This is an optimization exercise on Yosys and OpenROAD, whose aim is small area, a short achievable clock period and few clock cycles, not a production implementation.
The RTL was checked by simulation tests, not by an equivalence proof against the original design.

== epsilon ==
// mandel_render_top
module mandel_render_top #(
    parameter int IMG_W = 8,
    parameter int IMG_H = 6
) (
    input  logic                                 clk,
    input  logic                                 reset,
    input  logic                                 cfg_sen,
    input  logic                                 cfg_sclk,
    input  logic                                 cfg_sdata,
    output logic                                 pixel_valid,
    output logic [mandel_fixed_pkg::PIX_WIDTH-1:0] pixel_count,
    output logic                                 frame_done,
    output logic                                 busy
);
==> flow/config.mk <==
export PLATFORM = sky130hd
export DESIGN_NAME = mandel_render_top
export DESIGN_NICKNAME = mandel_render_top
export VERILOG_FILES = /design/flow/design.v
export SDC_FILE = /design/flow/constraint.sdc
export NUM_CORES = 4
export LEC_CHECK = 0
export ABC_AREA = 1
export CAP_MARGIN = 20
export CORE_MARGIN = 2
export CORE_UTILIZATION = 40
export CTS_CLUSTER_DIAMETER = 150
export CTS_CLUSTER_SIZE = 20
export SLEW_MARGIN = 20
==> flow/constraint.sdc <==
create_clock -name core_clock -period 9.0 [get_ports {clk}]
set_input_delay 1.8000 -clock core_clock [delete_from_list [all_inputs] [get_ports {clk}]]
set_output_delay 1.8000 -clock core_clock [all_outputs]
set_load 0.01 [all_outputs]
standard.sh (not shown) runs the stock make flow with config.mk's settings and CLKGATE_MAP_FILE= SYNTH_SCRIPT=/design/flow/synth_recipe.tcl, a recipe that flattens the netlist after the stock synthesis.
==> flow/flow/run.sh <==
#!/bin/bash
set -euo pipefail
R="$PWD/orfs/results/$FLOW_PLATFORM/mandel_render_top/base"
bash standard.sh "$R/1_2_yosys.v" > synth_make.log 2>&1
cp "$R/1_2_yosys.v" yosys_netlist_before_polarity.v
python3 flow/polarity.py "$R/1_2_yosys.v" > polarity.log 2>&1
bash standard.sh finish SETUP_SLACK_MARGIN=6.0 > layout_make.log 2>&1
Other scripts of this flow, unchanged in this note and not shown: flow/flow/polarity.py
epsilon: PASS, flow complete, no timing, DRC or antenna violations
Testbench counts of epsilon, summed over its fixed seeds: cycles 220,512.
Here is what was changed in the inputs of alpha compared with epsilon.
# epsilon
export LEC_CHECK = 0
export ABC_AREA = 1
export CAP_MARGIN = 20
export CORE_MARGIN = 2
export CORE_UTILIZATION = 40
export CTS_CLUSTER_DIAMETER = 150
export CTS_CLUSTER_SIZE = 20
export SLEW_MARGIN = 20
create_clock -name core_clock -period 9.0 [get_ports {clk}]
# alpha
export LEC_CHECK = 0
export ABC_AREA = 1
export CAP_MARGIN = 20
export CORE_MARGIN = 2
export CORE_UTILIZATION = 55
export CTS_CLUSTER_DIAMETER = 150
export CTS_CLUSTER_SIZE = 20
export PLACE_DENSITY = 0.7
export SLEW_MARGIN = 20
create_clock -name core_clock -period 9.0 [get_ports {clk}]
--- outcome ---
alpha finished all stages; the layout is clean.
From epsilon to alpha, remaining design rule violation count did not move at all.
The footprint of the flip-flops and latches on alpha is in line with that on epsilon.

---

## exp/willow
mandel_render_top, a different RTL version from the one above (not shown whole).
Size: about 1200 cells after synthesis, roughly 12 I/O pins, roughly 14000 µm² of cells after synthesis.
export LEC_CHECK = 0
export CAP_MARGIN = 20
export CORE_MARGIN = 2
export CORE_UTILIZATION = 40
export SLEW_MARGIN = 20
create_clock -name core_clock -period 9.0 [get_ports {clk}]
==> flow/flow/run.sh <==
#!/bin/bash
set -euo pipefail
R="$PWD/orfs/results/$FLOW_PLATFORM/mandel_render_top/base"
bash standard.sh "$R/1_2_yosys.v" > synth_make.log 2>&1
cp "$R/1_2_yosys.v" yosys_netlist_before_polarity.v
python3 flow/polarity.py "$R/1_2_yosys.v" > polarity.log 2>&1
bash standard.sh finish SETUP_SLACK_MARGIN=6.3 "BUFFER_PORTS_ARGS=-buffer_cell sky130_fd_sc_hd__buf_4" > layout_make.log 2>&1
Other scripts of this flow, unchanged in this note and not shown: flow/flow/polarity.py
exp/willow | status: complete | timing, DRC, antenna: pass
Testbench counts of exp/willow, summed over its fixed seeds: cycles 220,512.
Changes in exp/umber relative to exp/willow:
# exp/willow
export LEC_CHECK = 0
export CAP_MARGIN = 20
export CORE_MARGIN = 2
export CORE_UTILIZATION = 40
export SLEW_MARGIN = 20
create_clock -name core_clock -period 9.0 [get_ports {clk}]
# exp/umber
export LEC_CHECK = 0
export ABC_AREA = 1
export CAP_MARGIN = 20
export CORE_MARGIN = 2
export CORE_UTILIZATION = 40
export CTS_CLUSTER_DIAMETER = 200
export CTS_CLUSTER_SIZE = 30
export SLEW_MARGIN = 20
create_clock -name core_clock -period 9.0 [get_ports {clk}]
diff --git a/flow/flow/run.sh b/flow/flow/run.sh
--- a/flow/flow/run.sh
+++ b/flow/flow/run.sh
@@ -7 +7 @@
-bash standard.sh finish SETUP_SLACK_MARGIN=6.3 "BUFFER_PORTS_ARGS=-buffer_cell sky130_fd_sc_hd__buf_4" > layout_make.log 2>&1
+bash standard.sh finish SETUP_SLACK_MARGIN=6.0 > layout_make.log 2>&1
## What came out
- Looking at exp/umber and exp/willow, the post-route clock period utilization is a wash.
Modified inputs, exp/yarrow compared to exp/umber
# exp/umber
export LEC_CHECK = 0
export ABC_AREA = 1
export CAP_MARGIN = 20
export CORE_MARGIN = 2
export CORE_UTILIZATION = 40
export CTS_CLUSTER_DIAMETER = 200
export CTS_CLUSTER_SIZE = 30
export SLEW_MARGIN = 20
create_clock -name core_clock -period 9.0 [get_ports {clk}]
# exp/yarrow
export LEC_CHECK = 0
export CAP_MARGIN = 20
export CORE_MARGIN = 2
export CORE_UTILIZATION = 65
export PLACE_DENSITY = 0.75
export SLEW_MARGIN = 20
create_clock -name core_clock -period 9.0 [get_ports {clk}]
The via total after detailed routing of exp/yarrow is lower than that of exp/umber.
Setup slack in exp/yarrow is 74 ps below exp/umber.
Wire length of the first global-routing pass (exp/yarrow over exp/umber): decrease, 720 µm
Going from exp/umber to exp/yarrow, clock transition time at the flip-flop clock pins of the worst setup and hold paths saw a decrease, area fraction of clock buffers and clock inverters went up.
The final reports for exp/yarrow and exp/umber show area added between synthesis and finish higher in the former.
[exp/yarrow] post-route clock skew fell 20 ps relative to exp/umber
exp/yarrow: delay of the slowest cell on the worst path is 100 ps higher than what exp/umber reported.
In exp/yarrow, post-route cell area is higher than in exp/umber.
Between exp/umber and exp/yarrow, the number of global-route vias before repair is higher for exp/umber.

---

== run 1 ==
Starting RTL as in the previous note.
Design mandel_render_top, start of the top module:
module mandel_render_top #(
    parameter int IMG_W = 8,
    parameter int IMG_H = 6
) (
    input  logic                                 clk,
    input  logic                                 reset,
    input  logic                                 cfg_sen,
    input  logic                                 cfg_sclk,
    input  logic                                 cfg_sdata,
    output logic                                 pixel_valid,
    output logic [mandel_fixed_pkg::PIX_WIDTH-1:0] pixel_count,
    output logic                                 frame_done,
    output logic                                 busy
);
==> flow/config.mk <==
export PLATFORM = sky130hd
export DESIGN_NAME = mandel_render_top
export DESIGN_NICKNAME = mandel_render_top
export VERILOG_FILES = /design/flow/design.v
export SDC_FILE = /design/flow/constraint.sdc
export NUM_CORES = 4
export LEC_CHECK = 0
export ABC_AREA = 1
export CAP_MARGIN = 20
export CORE_MARGIN = 2
export CORE_UTILIZATION = 40
export SLEW_MARGIN = 20
==> flow/constraint.sdc <==
create_clock -name core_clock -period 9.0 [get_ports {clk}]
set_input_delay 1.8000 -clock core_clock [delete_from_list [all_inputs] [get_ports {clk}]]
set_output_delay 1.8000 -clock core_clock [all_outputs]
set_load 0.01 [all_outputs]
==> flow/flow/run.sh <==
#!/bin/bash
set -euo pipefail
R="$PWD/orfs/results/$FLOW_PLATFORM/mandel_render_top/base"
bash standard.sh "$R/1_2_yosys.v" > synth_make.log 2>&1
cp "$R/1_2_yosys.v" yosys_netlist_before_polarity.v
python3 flow/polarity.py "$R/1_2_yosys.v" > polarity.log 2>&1
bash standard.sh finish SETUP_SLACK_MARGIN=6.0 > layout_make.log 2>&1
Other scripts of this flow, unchanged in this note and not shown: flow/flow/polarity.py
Testbench counts of run 1, summed over its fixed seeds: cycles 220,512.
Changes in run 2 relative to run 1:
- clearing ABC_AREA, which used to be 1
--- a/flow/flow/run.sh
+++ b/flow/flow/run.sh
@@ -6,2 +6,2 @@
 python3 flow/polarity.py "$R/1_2_yosys.v" > polarity.log 2>&1
-bash standard.sh finish SETUP_SLACK_MARGIN=6.0 > layout_make.log 2>&1
+bash standard.sh finish SETUP_SLACK_MARGIN=6.0 "BUFFER_PORTS_ARGS=-buffer_cell sky130_fd_sc_hd__buf_4" > layout_make.log 2>&1
==> results.txt <==
In summary, run 2 completed successfully, with a layout that passed the timing, DRC and antenna checks.
Looking at worst slack at placement, run 2 sits 0.068 ns lower than run 1 does.
Run 2 leaves less setup margin than run 1.
On met3 track demand over resource, run 2 and run 1 are neck and neck.
Delta (run 2 minus run 1): number of antenna violations at the first check in global routing higher; global-route wire length before repair higher; maximum single-stage delay on the critical path higher.
diff inputs: run 2 => run 3
- an added CTS_BUF_LIST of sky130_fd_sc_hd__clkbuf_4 sky130_fd_sc_hd__clkbuf_8
--- a/flow/flow/run.sh
+++ b/flow/flow/run.sh
@@ -6,2 +6,2 @@
 python3 flow/polarity.py "$R/1_2_yosys.v" > polarity.log 2>&1
-bash standard.sh finish SETUP_SLACK_MARGIN=6.0 "BUFFER_PORTS_ARGS=-buffer_cell sky130_fd_sc_hd__buf_4" > layout_make.log 2>&1
+bash standard.sh finish SETUP_SLACK_MARGIN=6.0 > layout_make.log 2>&1
Notes after the runs:
Having completed the whole flow, run 3 delivered a layout that passed the timing, DRC and antenna checks. Diff run 2 -> run 3: netlist area before placement held, last weighted congestion value of the routability-driven placer shrank by about 1.2%, final cell area excluding filler cells saw an increase, met2 track demand over resource in global routing fell 0.43 points. Going from run 2 to run 3, aggregate routed wire length grew slightly.

---

the baseline:
Starting RTL as in the previous note.
clock: 9.0 ns
lec_check: 0
cap_margin: 20
core_margin: 2
core_utilization: 40
slew_margin: 20
==> flow/flow/run.sh <==
#!/bin/bash
set -euo pipefail
bash standard.sh finish SETUP_SLACK_MARGIN=5.5 > standard_flow.log 2>&1
The baseline finished every step from synthesis to the final layout, and the layout passed the timing, DRC and antenna checks.
Testbench counts of the baseline, summed over its fixed seeds: cycles 220,512.
The following lists how the candidate was set up differently from the baseline:
==> flow/flow/run.sh <==
#!/bin/bash
set -euo pipefail
bash standard.sh finish SETUP_SLACK_MARGIN=6.0 > standard_flow.log 2>&1
### Flow results
- When the final numbers for the baseline and the candidate were put side by side, the largest fanout on the critical path turned out to be smaller in the candidate.
- Measured against each other, the baseline and the candidate differ in sequential share of layout area, the lower figure coming from the candidate.
- [compare] base=the baseline new=the candidate: width of the die held steady.
- Buffers plus inverters on the worst setup path ended up 2 higher on the candidate than on the baseline.
- Relative to the baseline, the share of the clock period used by the worst path of the candidate is lower by 5.3 points.
- The candidate leaves more setup margin than the baseline.
- Between the baseline and the candidate, the flow reports net count reported at finish increasing by a few percent.
- | final area | the candidate vs the baseline | about 3.4% higher |
- The candidate vs. the baseline: layout multi-input combinational cell count roughly the same; utilization of the core after routing higher.

---

Setup of red:
mandel_render_top with an RTL version that a note above also has.
Size: about 1300 cells after synthesis, ~12 I/O pins, roughly 14000 sq um of cells after synthesis.
## mandel_render_top
module mandel_render_top #(
    parameter int IMG_W = 8,
    parameter int IMG_H = 6
) (
    input  logic                                 clk,
    input  logic                                 reset,
    input  logic                                 cfg_sen,
    input  logic                                 cfg_sclk,
    input  logic                                 cfg_sdata,
    output logic                                 pixel_valid,
    output logic [mandel_fixed_pkg::PIX_WIDTH-1:0] pixel_count,
    output logic                                 frame_done,
    output logic                                 busy
);
    mandel_cfg_pkg::cfg_t cfg;
    logic start;
    serial_config_rx u_rx (
        .clk       (clk),
        .reset     (reset),
        .cfg_sen   (cfg_sen),
        .cfg_sclk  (cfg_sclk),
        .cfg_sdata (cfg_sdata),
        .cfg       (cfg),
        .start     (start)
    );
    mandel_engine u_engine (
        .clk         (clk),
        .reset       (reset),
        .cfg         (cfg),
        .start       (start),
        .pixel_valid (pixel_valid),
        .pixel_count (pixel_count),
        .frame_done  (frame_done),
        .busy        (busy)
    );
endmodule
clock: 9.0 ns
lec_check: 0
abc_area: 1
cap_margin: 20
core_margin: 2
core_utilization: 40
cts_cluster_diameter: 175
cts_cluster_size: 25
slew_margin: 20
==> flow/flow/run.sh <==
#!/bin/bash
set -euo pipefail
R="$PWD/orfs/results/$FLOW_PLATFORM/mandel_render_top/base"
bash standard.sh "$R/1_2_yosys.v" > synth_make.log 2>&1
cp "$R/1_2_yosys.v" yosys_netlist_before_polarity.v
python3 flow/polarity.py "$R/1_2_yosys.v" > polarity.log 2>&1
bash standard.sh finish SETUP_SLACK_MARGIN=6.0 > layout_make.log 2>&1
Other scripts of this flow, unchanged in this note and not shown: flow/flow/polarity.py
red reached the final stage; the timing, DRC and antenna checks on its layout passed.
Testbench counts of red, summed over its fixed seeds: cycles 220,512.
For blue, these inputs were changed with respect to red:
--- a/flow/config.mk
+++ b/flow/config.mk
@@ -7,8 +7,8 @@
 export LEC_CHECK = 0
 export ABC_AREA = 1
-export CAP_MARGIN = 20
+export CAP_MARGIN = 10
 export CORE_MARGIN = 2
 export CORE_UTILIZATION = 40
-export CTS_CLUSTER_DIAMETER = 175
-export CTS_CLUSTER_SIZE = 25
-export SLEW_MARGIN = 20
+export CTS_CLUSTER_DIAMETER = 150
+export CTS_CLUSTER_SIZE = 20
+export SLEW_MARGIN = 10
Notes after the runs:
blue ended with every stage complete and zero timing, DRC or antenna violations.
Between blue and red, the post-layout instance count excluding filler cells does not differ in any meaningful way.
blue against red: growth of design area from synthesis to finish higher; global-route wire length before repair roughly the same.
Diff red..blue | clock-pin slew reported for the worst setup and hold paths after clock tree synthesis | negligible
Final instance area (blue vs. red) increases slightly
Compared with red, blue has extra setup slack.
Going from red to blue, the maximum frequency from static timing analysis was found to have gone up by 0.44%.

---

Setup of north:
Starting RTL as in the previous note.
clock: 9.0 ns
lec_check: 0
abc_area: 1
cap_margin: 20
core_margin: 2
core_utilization: 40
cts_cluster_diameter: 150
cts_cluster_size: 20
slew_margin: 20
==> flow/flow/run.sh <==
#!/bin/bash
set -euo pipefail
R="$PWD/orfs/results/$FLOW_PLATFORM/mandel_render_top/base"
bash standard.sh "$R/1_2_yosys.v" > synth_make.log 2>&1
cp "$R/1_2_yosys.v" yosys_netlist_before_polarity.v
python3 flow/polarity.py "$R/1_2_yosys.v" > polarity.log 2>&1
bash standard.sh finish SETUP_SLACK_MARGIN=6.0 "BUFFER_PORTS_ARGS=-buffer_cell sky130_fd_sc_hd__buf_4" > layout_make.log 2>&1
Other scripts of this flow, unchanged in this note and not shown: flow/flow/polarity.py
Testbench counts of north, summed over its fixed seeds: cycles 220,512.
The following lists how south was set up differently from north:
==> flow/flow/run.sh <==
#!/bin/bash
set -euo pipefail
R="$PWD/orfs/results/$FLOW_PLATFORM/mandel_render_top/base"
bash standard.sh "$R/1_2_yosys.v" > synth_make.log 2>&1
cp "$R/1_2_yosys.v" yosys_netlist_before_polarity.v
python3 flow/polarity.py "$R/1_2_yosys.v" > polarity.log 2>&1
bash standard.sh finish SETUP_SLACK_MARGIN=6.15 > layout_make.log 2>&1
Notes after the runs:
Number of cells upsized or downsized after cts was higher in south than in north. Delta (south minus north): register area closely matched the old numbers; area growth from synthesis to layout went up. Compared with north, south degrades global-route wire length before repair. A worst setup path endpoint of u_engine.ecin2$_DFF_P_ is what north shows, while u_engine.ycin2$_DFF_P_ belongs to south. Higher proportion of final cell area spent on non-clock buffers was reported by south, not north. Delta(clock-buffer cell count, south - north) > 0. Measured slew at the worst slew-check pin is lower on south.
#### Input delta (east over south)
Settings: setting GPL_ROUTABILITY_DRIVEN to 0 for the first time.
==> flow/flow/run.sh <==
#!/bin/bash
set -euo pipefail
R="$PWD/orfs/results/$FLOW_PLATFORM/mandel_render_top/base"
bash standard.sh "$R/1_2_yosys.v" > synth_make.log 2>&1
cp "$R/1_2_yosys.v" yosys_netlist_before_polarity.v
python3 flow/polarity.py "$R/1_2_yosys.v" > polarity.log 2>&1
bash standard.sh finish SETUP_SLACK_MARGIN=6.0 > layout_make.log 2>&1
==> comparison <==
Higher global routing usage on met1 among south and east: east
From south to east the numbers moved as follows: met1 wire length saw an increase; final worst-path cycle share saw an increase; least setup slack across all paths after layout saw a decrease.
east completed every stage of the flow, and the final layout passed the timing, DRC and antenna checks.

## port drivers added, routing unchanged
In the flow no input, the clock included, has a driving cell. The finished layouts below were timed again as built, in two steps. Step 1 assumes that a clkbuf_16 drives the clock port and a buf_2 every other input. Step 2 also shifts input and output timing later by t, the mid clock arrival at the registers, as if the neighbouring blocks saw the same clock. Three values: ideal, step 1, step 2; two values: the first two.
| run | t, ns | slack for setup (ns) | hold WS [ns] | latest minus earliest clock arrival (ns) | slew at the worst register clock pin (ns) |
|---|---|---|---|---|---|
| epsilon | 0.544 | 6.073 / 6.054 / 6.073 | 0.326 / 0.326 / 0.326 | 0.019 / 0.019 | 0.10 / 0.10 |
| alpha | 0.524 | 6.027 / 6.027 / 6.027 | 0.332 / 0.332 / 0.332 | 0.022 / 0.023 | 0.09 / 0.09 |
| exp/willow | 0.589 | 6.045 / 6.045 / 6.045 | 0.326 / 0.326 / 0.326 | 0.013 / 0.013 | 0.07 / 0.07 |
| exp/umber | 0.516 | 6.052 / 6.052 / 6.052 | 0.336 / 0.336 / 0.336 | 0.039 / 0.039 | 0.12 / 0.12 |
| exp/yarrow | 0.577 | 5.978 / 5.978 / 5.978 | 0.320 / 0.320 / 0.320 | 0.016 / 0.017 | 0.06 / 0.06 |
| run 1 | 0.587 | 6.061 / 6.011 / 6.089 | 0.325 / 0.325 / 0.325 | 0.011 / 0.010 | 0.06 / 0.06 |
| run 2 | 0.579 | 6.011 / 6.011 / 6.011 | 0.324 / 0.324 / 0.324 | 0.011 / 0.011 | 0.06 / 0.06 |
| run 3 | 0.582 | 6.048 / 6.014 / 6.048 | 0.325 / 0.325 / 0.325 | 0.041 / 0.041 | 0.06 / 0.06 |
| the baseline | 0.589 | 5.537 / 5.537 / 5.537 | 0.326 / 0.326 / 0.326 | 0.019 / 0.019 | 0.06 / 0.06 |
| the candidate | 0.583 | 6.012 / 6.012 / 6.012 | 0.326 / 0.326 / 0.326 | 0.028 / 0.029 | 0.07 / 0.07 |
| red | 0.532 | 6.068 / 6.068 / 6.068 | 0.330 / 0.330 / 0.330 | 0.037 / 0.037 | 0.11 / 0.11 |
| blue | 0.524 | 6.081 / 6.078 / 6.081 | 0.329 / 0.329 / 0.329 | 0.026 / 0.026 | 0.09 / 0.09 |
| north | 0.534 | 6.039 / 6.039 / 6.039 | 0.329 / 0.329 / 0.329 | 0.033 / 0.033 | 0.10 / 0.10 |
| south | 0.528 | 6.147 / 6.136 / 6.147 | 0.321 / 0.321 / 0.321 | 0.029 / 0.029 | 0.10 / 0.10 |
| east | 0.544 | 6.073 / 6.054 / 6.073 | 0.326 / 0.326 / 0.326 | 0.019 / 0.019 | 0.10 / 0.10 |
After both steps setup and hold are still met in every run listed.
